Background: an optimization exercise with open tools, aiming at small area, a short achievable clock period and few clock cycles per item. Do not read the settings as production practice. Only simulation tests tie the RTL to the original design; equivalence was not proved. Power and IR drop assume default switching activity.

### run.sh
#!/bin/bash
# synth_recipe.tcl (not shown) runs the flow's synth.tcl, then flattens the netlist and writes it again
# the make line also repeats each setting of config.mk as NAME=value (left out here)
make -C /OpenROAD-flow-scripts/flow DESIGN_CONFIG=/design/flow/config.mk WORK_HOME=/design/flow/orfs CLKGATE_MAP_FILE= SYNTH_SCRIPT=/design/flow/synth_recipe.tcl finish
### config.mk
export PLATFORM = sky130hd
export DESIGN_NAME = gomoku_top
export DESIGN_NICKNAME = gomoku_top
export VERILOG_FILES = /design/flow/design.v
export SDC_FILE = /design/flow/constraint.sdc
export NUM_CORES = 4
export LEC_CHECK = 0
export CAP_MARGIN = 20
export CORE_MARGIN = 2
export CORE_UTILIZATION = 30
export SLEW_MARGIN = 20
### constraint.sdc
create_clock -name core_clock -period 8.0 [get_ports {clock}]
set_input_delay 1.6000 -clock core_clock [delete_from_list [all_inputs] [get_ports {clock}]]
set_output_delay 1.6000 -clock core_clock [all_outputs]
set_load 0.01 [all_outputs]
### design.v
`timescale 1ns/100ps
package gomoku_pkg;
    typedef enum logic [1:0] {
        EMPTY = 2'b00,
        BLACK = 2'b01,   
        WHITE = 2'b10    
    } cell_t;
    typedef union packed {
        struct packed {
            logic [32-2*4-1:0] rsvd;
            logic [4-1:0]           row;   
            logic [4-1:0]           col;
        } move;                                     
        struct packed {
            logic [32-3:0] rsvd;
            logic               new_game;
            logic               pass;
        } ctrl;                                     
    } reg_word_u;
    typedef struct packed {
        logic [16:0] rsvd;
        logic [8:0]  move_count;   
        logic        last_ok;      
        cell_t       winner;
        cell_t       turn;
        logic        busy;         
    } status_t;
endpackage
`timescale 1ns/100ps
module gomoku_regs (
    input  logic                      clock,
    input  logic                      rst,
    input  logic [5-1:0]        awaddr,
    input  logic                      awvalid,
    output logic                      awready,
    input  logic [32-1:0]        wdata,
    input  logic                      wvalid,
    output logic                      wready,
    output logic                      bvalid,
    output logic [1:0]                bresp,
    input  logic                      bready,
    input  logic [5-1:0]        araddr,
    input  logic                      arvalid,
    output logic                      arready,
    output logic                      rvalid,
    output logic [32-1:0]        rdata,
    output logic [1:0]                rresp,
    input  logic                      rready,
    input  logic                      placed,       
    input  logic                      refused,      
    input  logic                      done,         
    input  logic                      win,
    input  gomoku_pkg::cell_t         cell_state,   
    output logic                      move_req,
    output logic [4-1:0]       move_row,
    output logic [4-1:0]       move_col,
    output logic                      new_game,
    output gomoku_pkg::cell_t         turn,
    output gomoku_pkg::cell_t         winner,
    output logic                      busy,
    output logic [4-1:0]       cell_row,
    output logic [4-1:0]       cell_col
);
    gomoku_pkg::reg_word_u wv;
    gomoku_pkg::status_t   status;
    gomoku_pkg::cell_t     other;
    logic                  wr_fire;
    logic                  ar_fire;
    logic                  pass_req;
    logic                  last_ok;
    logic [8:0]            move_count;
    logic [4-1:0]   last_row;
    logic [4-1:0]   last_col;
    assign wv = wdata;
    assign awready = awvalid && wvalid && !bvalid && !busy;
    assign wready  = awready;
    assign wr_fire = awready;
    assign bresp   = 2'b00;   
    assign arready = arvalid && !rvalid;
    assign ar_fire = arready;
    assign rresp   = 2'b00;
    assign move_req = wr_fire && awaddr == 5'h00;
    assign new_game = wr_fire && awaddr == 5'h04 && wv.ctrl.new_game;
    assign pass_req = wr_fire && awaddr == 5'h04 && wv.ctrl.pass && !wv.ctrl.new_game;
    assign move_row = move_req ? wv.move.row : last_row;
    assign move_col = move_req ? wv.move.col : last_col;
    assign other = (turn == gomoku_pkg::BLACK) ? gomoku_pkg::WHITE : gomoku_pkg::BLACK;
    always_ff @(posedge clock) begin
        if (rst) begin
            bvalid <= 1'b0;
        end else if (wr_fire) begin
            bvalid <= 1'b1;
        end else if (bready) begin
            bvalid <= 1'b0;
        end
    end
    always_ff @(posedge clock) begin
        if (rst) begin
            rvalid <= 1'b0;
        end else if (ar_fire) begin
            rvalid <= 1'b1;
        end else if (rready) begin
            rvalid <= 1'b0;
        end
    end
    always_ff @(posedge clock) begin
        if (rst) begin
            last_row <= '0;
            last_col <= '0;
            cell_row <= '0;
            cell_col <= '0;
        end else begin
            if (move_req) begin
                last_row <= wv.move.row;
                last_col <= wv.move.col;
            end
            if (wr_fire && awaddr == 5'h08) begin   
                cell_row <= wv.move.row;
                cell_col <= wv.move.col;
            end
        end
    end
    always_ff @(posedge clock) begin
        if (rst || new_game) begin
            turn       <= gomoku_pkg::BLACK;
            winner     <= gomoku_pkg::EMPTY;
            last_ok    <= 1'b0;
            move_count <= '0;
            busy       <= 1'b0;
        end else begin
            if (move_req) begin
                busy <= 1'b1;
            end else if (refused || done) begin
                busy <= 1'b0;   
            end
            if (placed) begin
                last_ok    <= 1'b1;
                move_count <= move_count + 9'd1;
            end
            if (refused) begin
                last_ok <= 1'b0;
            end
            if (done) begin
                if (win) begin
                    winner <= turn;   
                end else begin
                    turn <= other;
                end
            end
            if (pass_req && winner == gomoku_pkg::EMPTY) begin
                turn <= other;
            end
        end
    end
    always_comb begin
        status            = '0;
        status.busy       = busy;
        status.turn       = turn;
        status.winner     = winner;
        status.last_ok    = last_ok;
        status.move_count = move_count;
    end
    always_ff @(posedge clock) begin
        if (ar_fire) begin
            case (araddr)
                5'h00:     rdata <= {{(32-2*4){1'b0}}, last_row, last_col};
                5'h08: rdata <= {{(32-2*4){1'b0}}, cell_row, cell_col};
                5'h0C:   rdata <= status;
                5'h10:     rdata <= {{(32-2){1'b0}}, cell_state};
                default:       rdata <= '0;   
            endcase
        end
    end
endmodule
`timescale 1ns/100ps
module board_store (
    input  logic                clock,
    input  logic                rst,
    input  logic                new_game,    
    input  logic                move_req,
    input  logic [4-1:0] move_row,
    input  logic [4-1:0] move_col,
    input  gomoku_pkg::cell_t   color,       
    input  logic                blocked,     
    input  logic [4-1:0] probe_row,
    input  logic [4-1:0] probe_col,
    input  logic [4-1:0] cell_row,
    input  logic [4-1:0] cell_col,
    output logic                placed,
    output logic                refused,
    output gomoku_pkg::cell_t   probe_cell,
    output gomoku_pkg::cell_t   cell_state
);
    logic [2*16*16-1:0] board;   
    gomoku_pkg::cell_t                  move_cell;
    assign move_cell  = gomoku_pkg::cell_t'(board[{move_row, move_col, 1'b0} +: 2]);
    assign probe_cell = gomoku_pkg::cell_t'(board[{probe_row, probe_col, 1'b0} +: 2]);
    assign cell_state = gomoku_pkg::cell_t'(board[{cell_row, cell_col, 1'b0} +: 2]);
    always_ff @(posedge clock) begin
        if (rst || new_game) begin
            board   <= '0;
            placed  <= 1'b0;
            refused <= 1'b0;
        end else begin
            placed  <= 1'b0;   
            refused <= 1'b0;
            if (move_req) begin
                if (move_cell == gomoku_pkg::EMPTY && !blocked) begin
                    board[{move_row, move_col, 1'b0} +: 2] <= color;
                    placed <= 1'b1;
                end else begin
                    refused <= 1'b1;   
                end
            end
        end
    end
endmodule
`timescale 1ns/100ps
module win_checker (
    input  logic                clock,
    input  logic                rst,
    input  logic                start,        
    input  logic [4-1:0] row,          
    input  logic [4-1:0] col,
    input  gomoku_pkg::cell_t   color,
    input  gomoku_pkg::cell_t   probe_cell,
    output logic [4-1:0] probe_row,
    output logic [4-1:0] probe_col,
    output logic                busy,
    output logic                done,
    output logic                win
);
    typedef enum logic [1:0] {IDLE, SCAN, FIN} state_t;
    state_t                     state;
    logic [1:0]                 dir;         
    logic                       side;        
    logic [2:0]                 step;        
    logic [2:0]                 count;       
    logic [4-1:0]        base_row;
    logic [4-1:0]        base_col;
    gomoku_pkg::cell_t          me;
    logic signed [4+1:0] off;
    logic signed [4+1:0] pr;
    logic signed [4+1:0] pc;
    logic                       match;
    logic                       last_step;
    logic                       five;
    always_comb begin
        off = $signed({{(4-1){1'b0}}, step});
        if (side) begin
            off = -off;
        end
        pr = $signed({2'b00, base_row});
        pc = $signed({2'b00, base_col});
        case (dir)
            2'd0: pc = pc + off;
            2'd1: pr = pr + off;
            2'd2: begin
                pr = pr + off;
                pc = pc + off;
            end
            default: begin   
                pr = pr + off;
                pc = pc - off;
            end
        endcase
    end
    assign probe_row = pr[4-1:0];
    assign probe_col = pc[4-1:0];
    assign match = pr >= 0 && pr < 16 && pc >= 0 && pc < 16
                   && probe_cell == me;
    assign last_step = step == 3'(5 - 1);
    assign five      = match && int'(count) + 2 >= 5;   
    assign busy = start || state != IDLE;
    assign done = state == FIN;
    always_ff @(posedge clock) begin
        if (rst) begin
            state <= IDLE;
            win   <= 1'b0;
        end else begin
            case (state)
                IDLE: begin
                    if (start) begin
                        state <= SCAN;
                        win   <= 1'b0;
                    end
                end
                SCAN: begin
                    if (five) begin
                        win   <= 1'b1;
                        state <= FIN;   
                    end else if ((!match || last_step) && side && dir == 2'd3) begin
                        state <= FIN;
                    end
                end
                default: state <= IDLE;
            endcase
        end
    end
    always_ff @(posedge clock) begin
        if (start && state == IDLE) begin
            base_row <= row;
            base_col <= col;
            me       <= color;
            dir      <= 2'd0;
            side     <= 1'b0;
            step     <= 3'd1;
            count    <= 3'd0;
        end else if (state == SCAN) begin
            if (match && !last_step) begin
                count <= count + 3'd1;
                step  <= step + 3'd1;
            end else begin
                step <= 3'd1;   
                side <= !side;
                if (side) begin
                    dir   <= dir + 2'd1;
                    count <= 3'd0;
                end else if (match) begin
                    count <= count + 3'd1;   
                end
            end
        end
    end
endmodule
`timescale 1ns/100ps
module status_display (
    input  logic [4-1:0] last_row,
    input  logic [4-1:0] last_col,
    input  gomoku_pkg::cell_t   turn,
    input  gomoku_pkg::cell_t   winner,
    output logic [6:0]          hex0,   
    output logic [6:0]          hex1,   
    output logic [7:0]          ledr,
    output logic [7:0]          ledg
);
    function automatic logic [6:0] seg7(input logic [3:0] v);
        case (v)
            4'h0: seg7 = 7'b1000000;
            4'h1: seg7 = 7'b1111001;
            4'h2: seg7 = 7'b0100100;
            4'h3: seg7 = 7'b0110000;
            4'h4: seg7 = 7'b0011001;
            4'h5: seg7 = 7'b0010010;
            4'h6: seg7 = 7'b0000010;
            4'h7: seg7 = 7'b1111000;
            4'h8: seg7 = 7'b0000000;
            4'h9: seg7 = 7'b0010000;
            4'hA: seg7 = 7'b0001000;
            4'hB: seg7 = 7'b0000011;   
            4'hC: seg7 = 7'b1000110;
            4'hD: seg7 = 7'b0100001;   
            4'hE: seg7 = 7'b0000110;
            default: seg7 = 7'b0001110;
        endcase
    endfunction
    assign hex1 = seg7(last_row);
    assign hex0 = seg7(last_col);
    always_comb begin
        ledr = '0;
        ledg = '0;
        if (winner != gomoku_pkg::EMPTY) begin   
            ledr[7] = winner == gomoku_pkg::BLACK;
            ledg[0] = winner == gomoku_pkg::WHITE;
        end else begin
            ledr[0] = turn == gomoku_pkg::BLACK;
            ledg[7] = turn == gomoku_pkg::WHITE;
        end
    end
endmodule
`timescale 1ns/100ps
module gomoku_top (
    input  logic               clock,
    input  logic               rst,
    input  logic [5-1:0] awaddr,
    input  logic               awvalid,
    output logic               awready,
    input  logic [32-1:0] wdata,
    input  logic               wvalid,
    output logic               wready,
    output logic               bvalid,
    output logic [1:0]         bresp,
    input  logic               bready,
    input  logic [5-1:0] araddr,
    input  logic               arvalid,
    output logic               arready,
    output logic               rvalid,
    output logic [32-1:0] rdata,
    output logic [1:0]         rresp,
    input  logic               rready,
    output logic [6:0]         hex0,
    output logic [6:0]         hex1,
    output logic [7:0]         ledr,
    output logic [7:0]         ledg
);
    logic                move_req;
    logic                new_game;
    logic [4-1:0] move_row;
    logic [4-1:0] move_col;
    logic [4-1:0] cell_row;
    logic [4-1:0] cell_col;
    logic [4-1:0] probe_row;
    logic [4-1:0] probe_col;
    gomoku_pkg::cell_t   turn;
    gomoku_pkg::cell_t   winner;
    gomoku_pkg::cell_t   cell_state;
    gomoku_pkg::cell_t   probe_cell;
    logic                chk_busy;
    logic                blocked;
    logic                placed;
    logic                refused;
    logic                done;
    logic                win;
    assign blocked = winner != gomoku_pkg::EMPTY || chk_busy;   
    gomoku_regs u_regs (
        .clock, .rst,
        .awaddr, .awvalid, .awready, .wdata, .wvalid, .wready,
        .bvalid, .bresp, .bready,
        .araddr, .arvalid, .arready, .rvalid, .rdata, .rresp, .rready,
        .placed, .refused, .done, .win, .cell_state,
        .move_req, .move_row, .move_col, .new_game, .turn, .winner,
        .busy (),
        .cell_row, .cell_col
    );
    board_store u_board (
        .clock, .rst, .new_game, .move_req, .move_row, .move_col,
        .color (turn),
        .blocked, .probe_row, .probe_col, .cell_row, .cell_col,
        .placed, .refused, .probe_cell, .cell_state
    );
    win_checker u_check (
        .clock, .rst,
        .start (placed),
        .row   (move_row),   
        .col   (move_col),
        .color (turn),
        .probe_cell, .probe_row, .probe_col,
        .busy  (chk_busy),
        .done, .win
    );
    status_display u_disp (
        .last_row (move_row),
        .last_col (move_col),
        .turn, .winner, .hex0, .hex1, .ledr, .ledg
    );
endmodule
==> results.sh <==
export IMPL_cts_setup_buffers=0
export IMPL_power_internal_mw=5.50
export IMPL_die_h_um=356
export IMPL_finalCriticalPeriod_ns=7.29
export IMPL_drc=0
export IMPL_ff2ff_setup_slack_ns=0.71
export IMPL_rows=129
export IMPL_via_count=37000
export IMPL_cts_sinks=584
export IMPL_crit_fanout=8
export IMPL_fin_nets=4259
export IMPL_io_pins=120
export IMPL_place_area_mm2=0.0400
export IMPL_p_total_mw=8.59
export IMPL_grt_pass1_vias=33300
export IMPL_finalWeightedCongestion=1.04
export IMPL_netlist_instances=4245
export IMPL_drt_pass1_iter_count=7
export IMPL_layout_cells_most_common_list="dfxtp_1 (553), nand2_1 (509), nor2_1 (451)"
export IMPL_cts_hold_buf=0
export IMPL_reg2reg_depth=20
export IMPL_power_density_mw_per_mm2=202
export IMPL_min_period_over_period_pct=91.2
export IMPL_hold_viol_final=0
export IMPL_hold_start="u_board.refused"
export IMPL_synthFlopType="dfxtp_1"
export IMPL_syn_area_mm2=0.0373
export IMPL_numCtsBuffers=70
export IMPL_synth_edf_count=25
export IMPL_chipWidth_um=356
export IMPL_cts_resized_gates=0
export IMPL_criticalPathCategory="reg2reg"
export IMPL_rsz0062_at_grt="no"
export IMPL_synth_area_leader_cell="dfxtp_1"
export IMPL_worst_pin_slew_ns=1.24
export IMPL_fin_area_mm2=0.0424
export IMPL_synth_seq_cells=584
export IMPL_setup_viol=0
export IMPL_insertion_delay_ns=0.68
export IMPL_dieArea_mm2=0.127
export IMPL_cp_arrival_ns=7.87
export IMPL_fp_coreArea_mm2=0.123
export IMPL_dp_final_hpwl_mm=113
export IMPL_grt_max_degree=163
export IMPL_status="no timing/DRC/antenna violations"
export IMPL_slew_viol_final=0
export IMPL_start_util_pct=30.2
export IMPL_layout_commonest_cell="dfxtp_1"
export IMPL_ant_nets=0
export IMPL_p_switching_mw=3.08
export IMPL_syn_avg_cell_area_um2=8.78
export IMPL_endpoint_kind="flip-flop"
export IMPL_cts_root_buf="clkbuf_16"
export IMPL_drtIter0Drc=6236
export IMPL_relSlewSlack_pct=16.2
export IMPL_drt_wirelength_per_cell_um=29.2
export IMPL_reg2reg_to="u_check.state[0]"
export IMPL_worstReg2RegStart="u_check.step[0]"
export IMPL_grt_pass1_wl_mm=244
export IMPL_drv_cap=0
export IMPL_path_clk_slew_ns=0.06
export IMPL_drive_gt1_share_pct=15.8
export IMPL_pwr_share_seq_pct=34.4
export IMPL_combPwrFrac_pct=26.1
export IMPL_yosysUniqueCellTypes=86
export IMPL_peakVddDrop_uv=159
export IMPL_leakage_nw=15.0
export IMPL_crit_start="u_check.step[0]"
export IMPL_overflow=0
export IMPL_fmax_mhz=137
export IMPL_clockPowerShare_pct=39.5
export IMPL_finalWirelength_mm=171
export IMPL_fin_skew_ns=0.0388
export IMPL_hold_path_class="reg2reg"
export IMPL_switching_share_pct=35.9
export IMPL_grt_use_total_pct=26.1
export IMPL_seq_area_frac_synth_pct=32.0
export IMPL_netlist_area_leader_share_pct=30.0
export IMPL_crit_end="u_check.state[0]"
export IMPL_tns_ns=0
export IMPL_async_flop_share_pct=0
export IMPL_htreeDepth=3
export IMPL_antenna_found_initial=15
export IMPL_cts_max_path_buffers=3
export IMPL_routed_via_density=6.31
export IMPL_startpoint_type="flip-flop"
export IMPL_portBuffers=62
export IMPL_yosys_top_cells_area="dfxtp_1 (30%), mux4_2 (15%), mux2i_1 (11%)"
export IMPL_cts_tree="yes"
export IMPL_syn_to_final_growth_pct=13.8
export IMPL_critPathRequiredTime_ns=8.57
export IMPL_synth_warnings=4
layout make-up:
type / instances / area (um2)
fill: 12700 / 81100
multi-input combinational: 3252 / 23800
sequential: 584 / 12000
timing repair buffer: 227 / 2090
tap: 1637 / 2050
clock buffer: 91 / 1970
clock inverter: 35 / 389
inverter: 40 / 158
antenna: 6 / 15.0
worst min-delay path by stage:
| stage | slack, ns | endpoint | depth (start not counted) |
|---|---|---|---|
| final | 0.42 | u_regs.last_ok | 1 |
| after global routing | 0.44 | u_regs.last_ok | 1 |
| after CTS | 0.42 | u_regs.last_ok | 1 |
| after detailed placement | 0.41 | u_regs.last_ok | 1 |
| after global placement | 0.41 | u_regs.last_ok | 1 |
| after floorplan | 0.39 | u_regs.last_ok | 1 |
state kept, by name (all words and copies together), names as in the netlist, 4 cells and up:
| signal | flops |
|---|---|
| u_regs.last_row | 4 |
| u_check.base_col | 4 |
| u_check.base_row | 4 |
| u_regs.cell_col | 4 |
| u_regs.last_col | 4 |
| u_board.board | 512 |
| u_regs.rdata | 15 |
| u_regs.cell_row | 4 |
| u_regs.move_count | 9 |
per-stage QoR:
step | hold slack (ns) | setup slack, ns | cells | util (%)
finish | 0.418 | 0.707 | 5872 | 34.4
CTS | 0.419 | 0.959 | 5865 | 34.3
detailed placement | 0.407 | 0.819 | 5739 | 32.4
global placement | 0.408 | 0.888 | 5739 | 32.4
global route | 0.438 | 0.495 | 5866 | 34.3
floorplan | 0.391 | 1.44 | 4277 | -
cells in the mapped netlist, types with 52 or more instances:
cell type,count
a32oi_1,52
buf_1,58
a31o_2,57
nand4_1,79
mux4_2,251
dfxtp_1,559
buf_2,56
o21ai_0,192
nand2_1,511
mux2i_1,408
nand3_1,430
nor2_1,457
or3_1,93
clkbuf_1,243
a21oi_1,154
critical path, cell delays in order (launching register included):
cell and delay (ns):
dfxtp_1 0.51, inv_1 0.10, ha_1 0.27, ha_1 0.28
mux2i_1 0.33, inv_1 0.14, o31ai_1 0.34, xnor2_1 0.18
ha_1 0.31, nor3b_1 0.18, o31ai_1 0.66, nand3_1 0.79
a31oi_1 0.37, nand3_1 0.30, nand4_1 0.33, o22ai_1 0.18
or3_1 0.58, xnor2_1 0.23, or3_1 0.53, o211a_1 0.29
o32ai_1 0.28
kinds of logic (layout without fill, tap and decap cells):
| group | after synthesis | in the layout | synth area share, % |
|---|---|---|---|
| AO/OA/AOI/OAI | 718 | 718 | 12.5 |
| XOR/XNOR | 23 | 23 | 0.541 |
| adder cells (fa/ha/maj) | 35 | 35 | 1.22 |
| buffers and inverters | 441 | 393 | 5.09 |
| flip-flops | 584 | 584 | 32.0 |
| multiplexers | 686 | 686 | 27.0 |
| other | 1 | 39 | 0.0101 |
| AND/OR/NAND/NOR | 1757 | 1757 | 21.7 |
metal layers:
layer  vias up  wire (um)  GRT usage [%]
met4        12      12300           16.1
met5         -         82              0
met1     17900      64500           33.7
li1      15600          -              -
met2      2876      69800           36.7
met3       637      24800           9.54
power groups by stage:
stage | clock network, mW | registers [mW] | logic (mW)
3_3_place_gp | 0 | 3.02 | 2.08
6_report | 3.39 | 2.95 | 2.24
3_5_place_dp | 0 | 3.02 | 2.09
5_1_grt | 3.53 | 2.95 | 2.24
2_1_floorplan | 0 | 3.01 | 1.16
4_1_cts | 3.41 | 2.95 | 2.09
Testbench counts, summed over its fixed seeds: cycles 51,490, moves 3,200.

[what the ideal ports hide]
The flow's constraints put no driver on any port. The routed layout listed below was extracted and timed again, unchanged, in two steps. Step 1 (the two cells are an assumption about what drives the block):
set clk [get_ports {clock}]
set_driving_cell -lib_cell sky130_fd_sc_hd__clkbuf_16 $clk
set_driving_cell -lib_cell sky130_fd_sc_hd__buf_2 [delete_from_list [all_inputs] $clk]
Step 2 also shifts input and output timing later by t, the mid clock arrival at the registers, as if the neighbouring blocks saw the same clock. a / b / c = no drivers / after step 1 / after step 2; a / b = the first two.
t (ns): 0.728
setup slack, ns: 0.707 / 0.707 / 0.471
clock arrival spread, ns: 0.039 / 0.039
worst data-port slew with drivers (ns): 0.05
cell pins on the clock port's net: 1
After both steps this run still meets setup and hold. For this run, drivers alone change the setup slack by 0.000 ns; drivers and shift together by -0.236 ns.
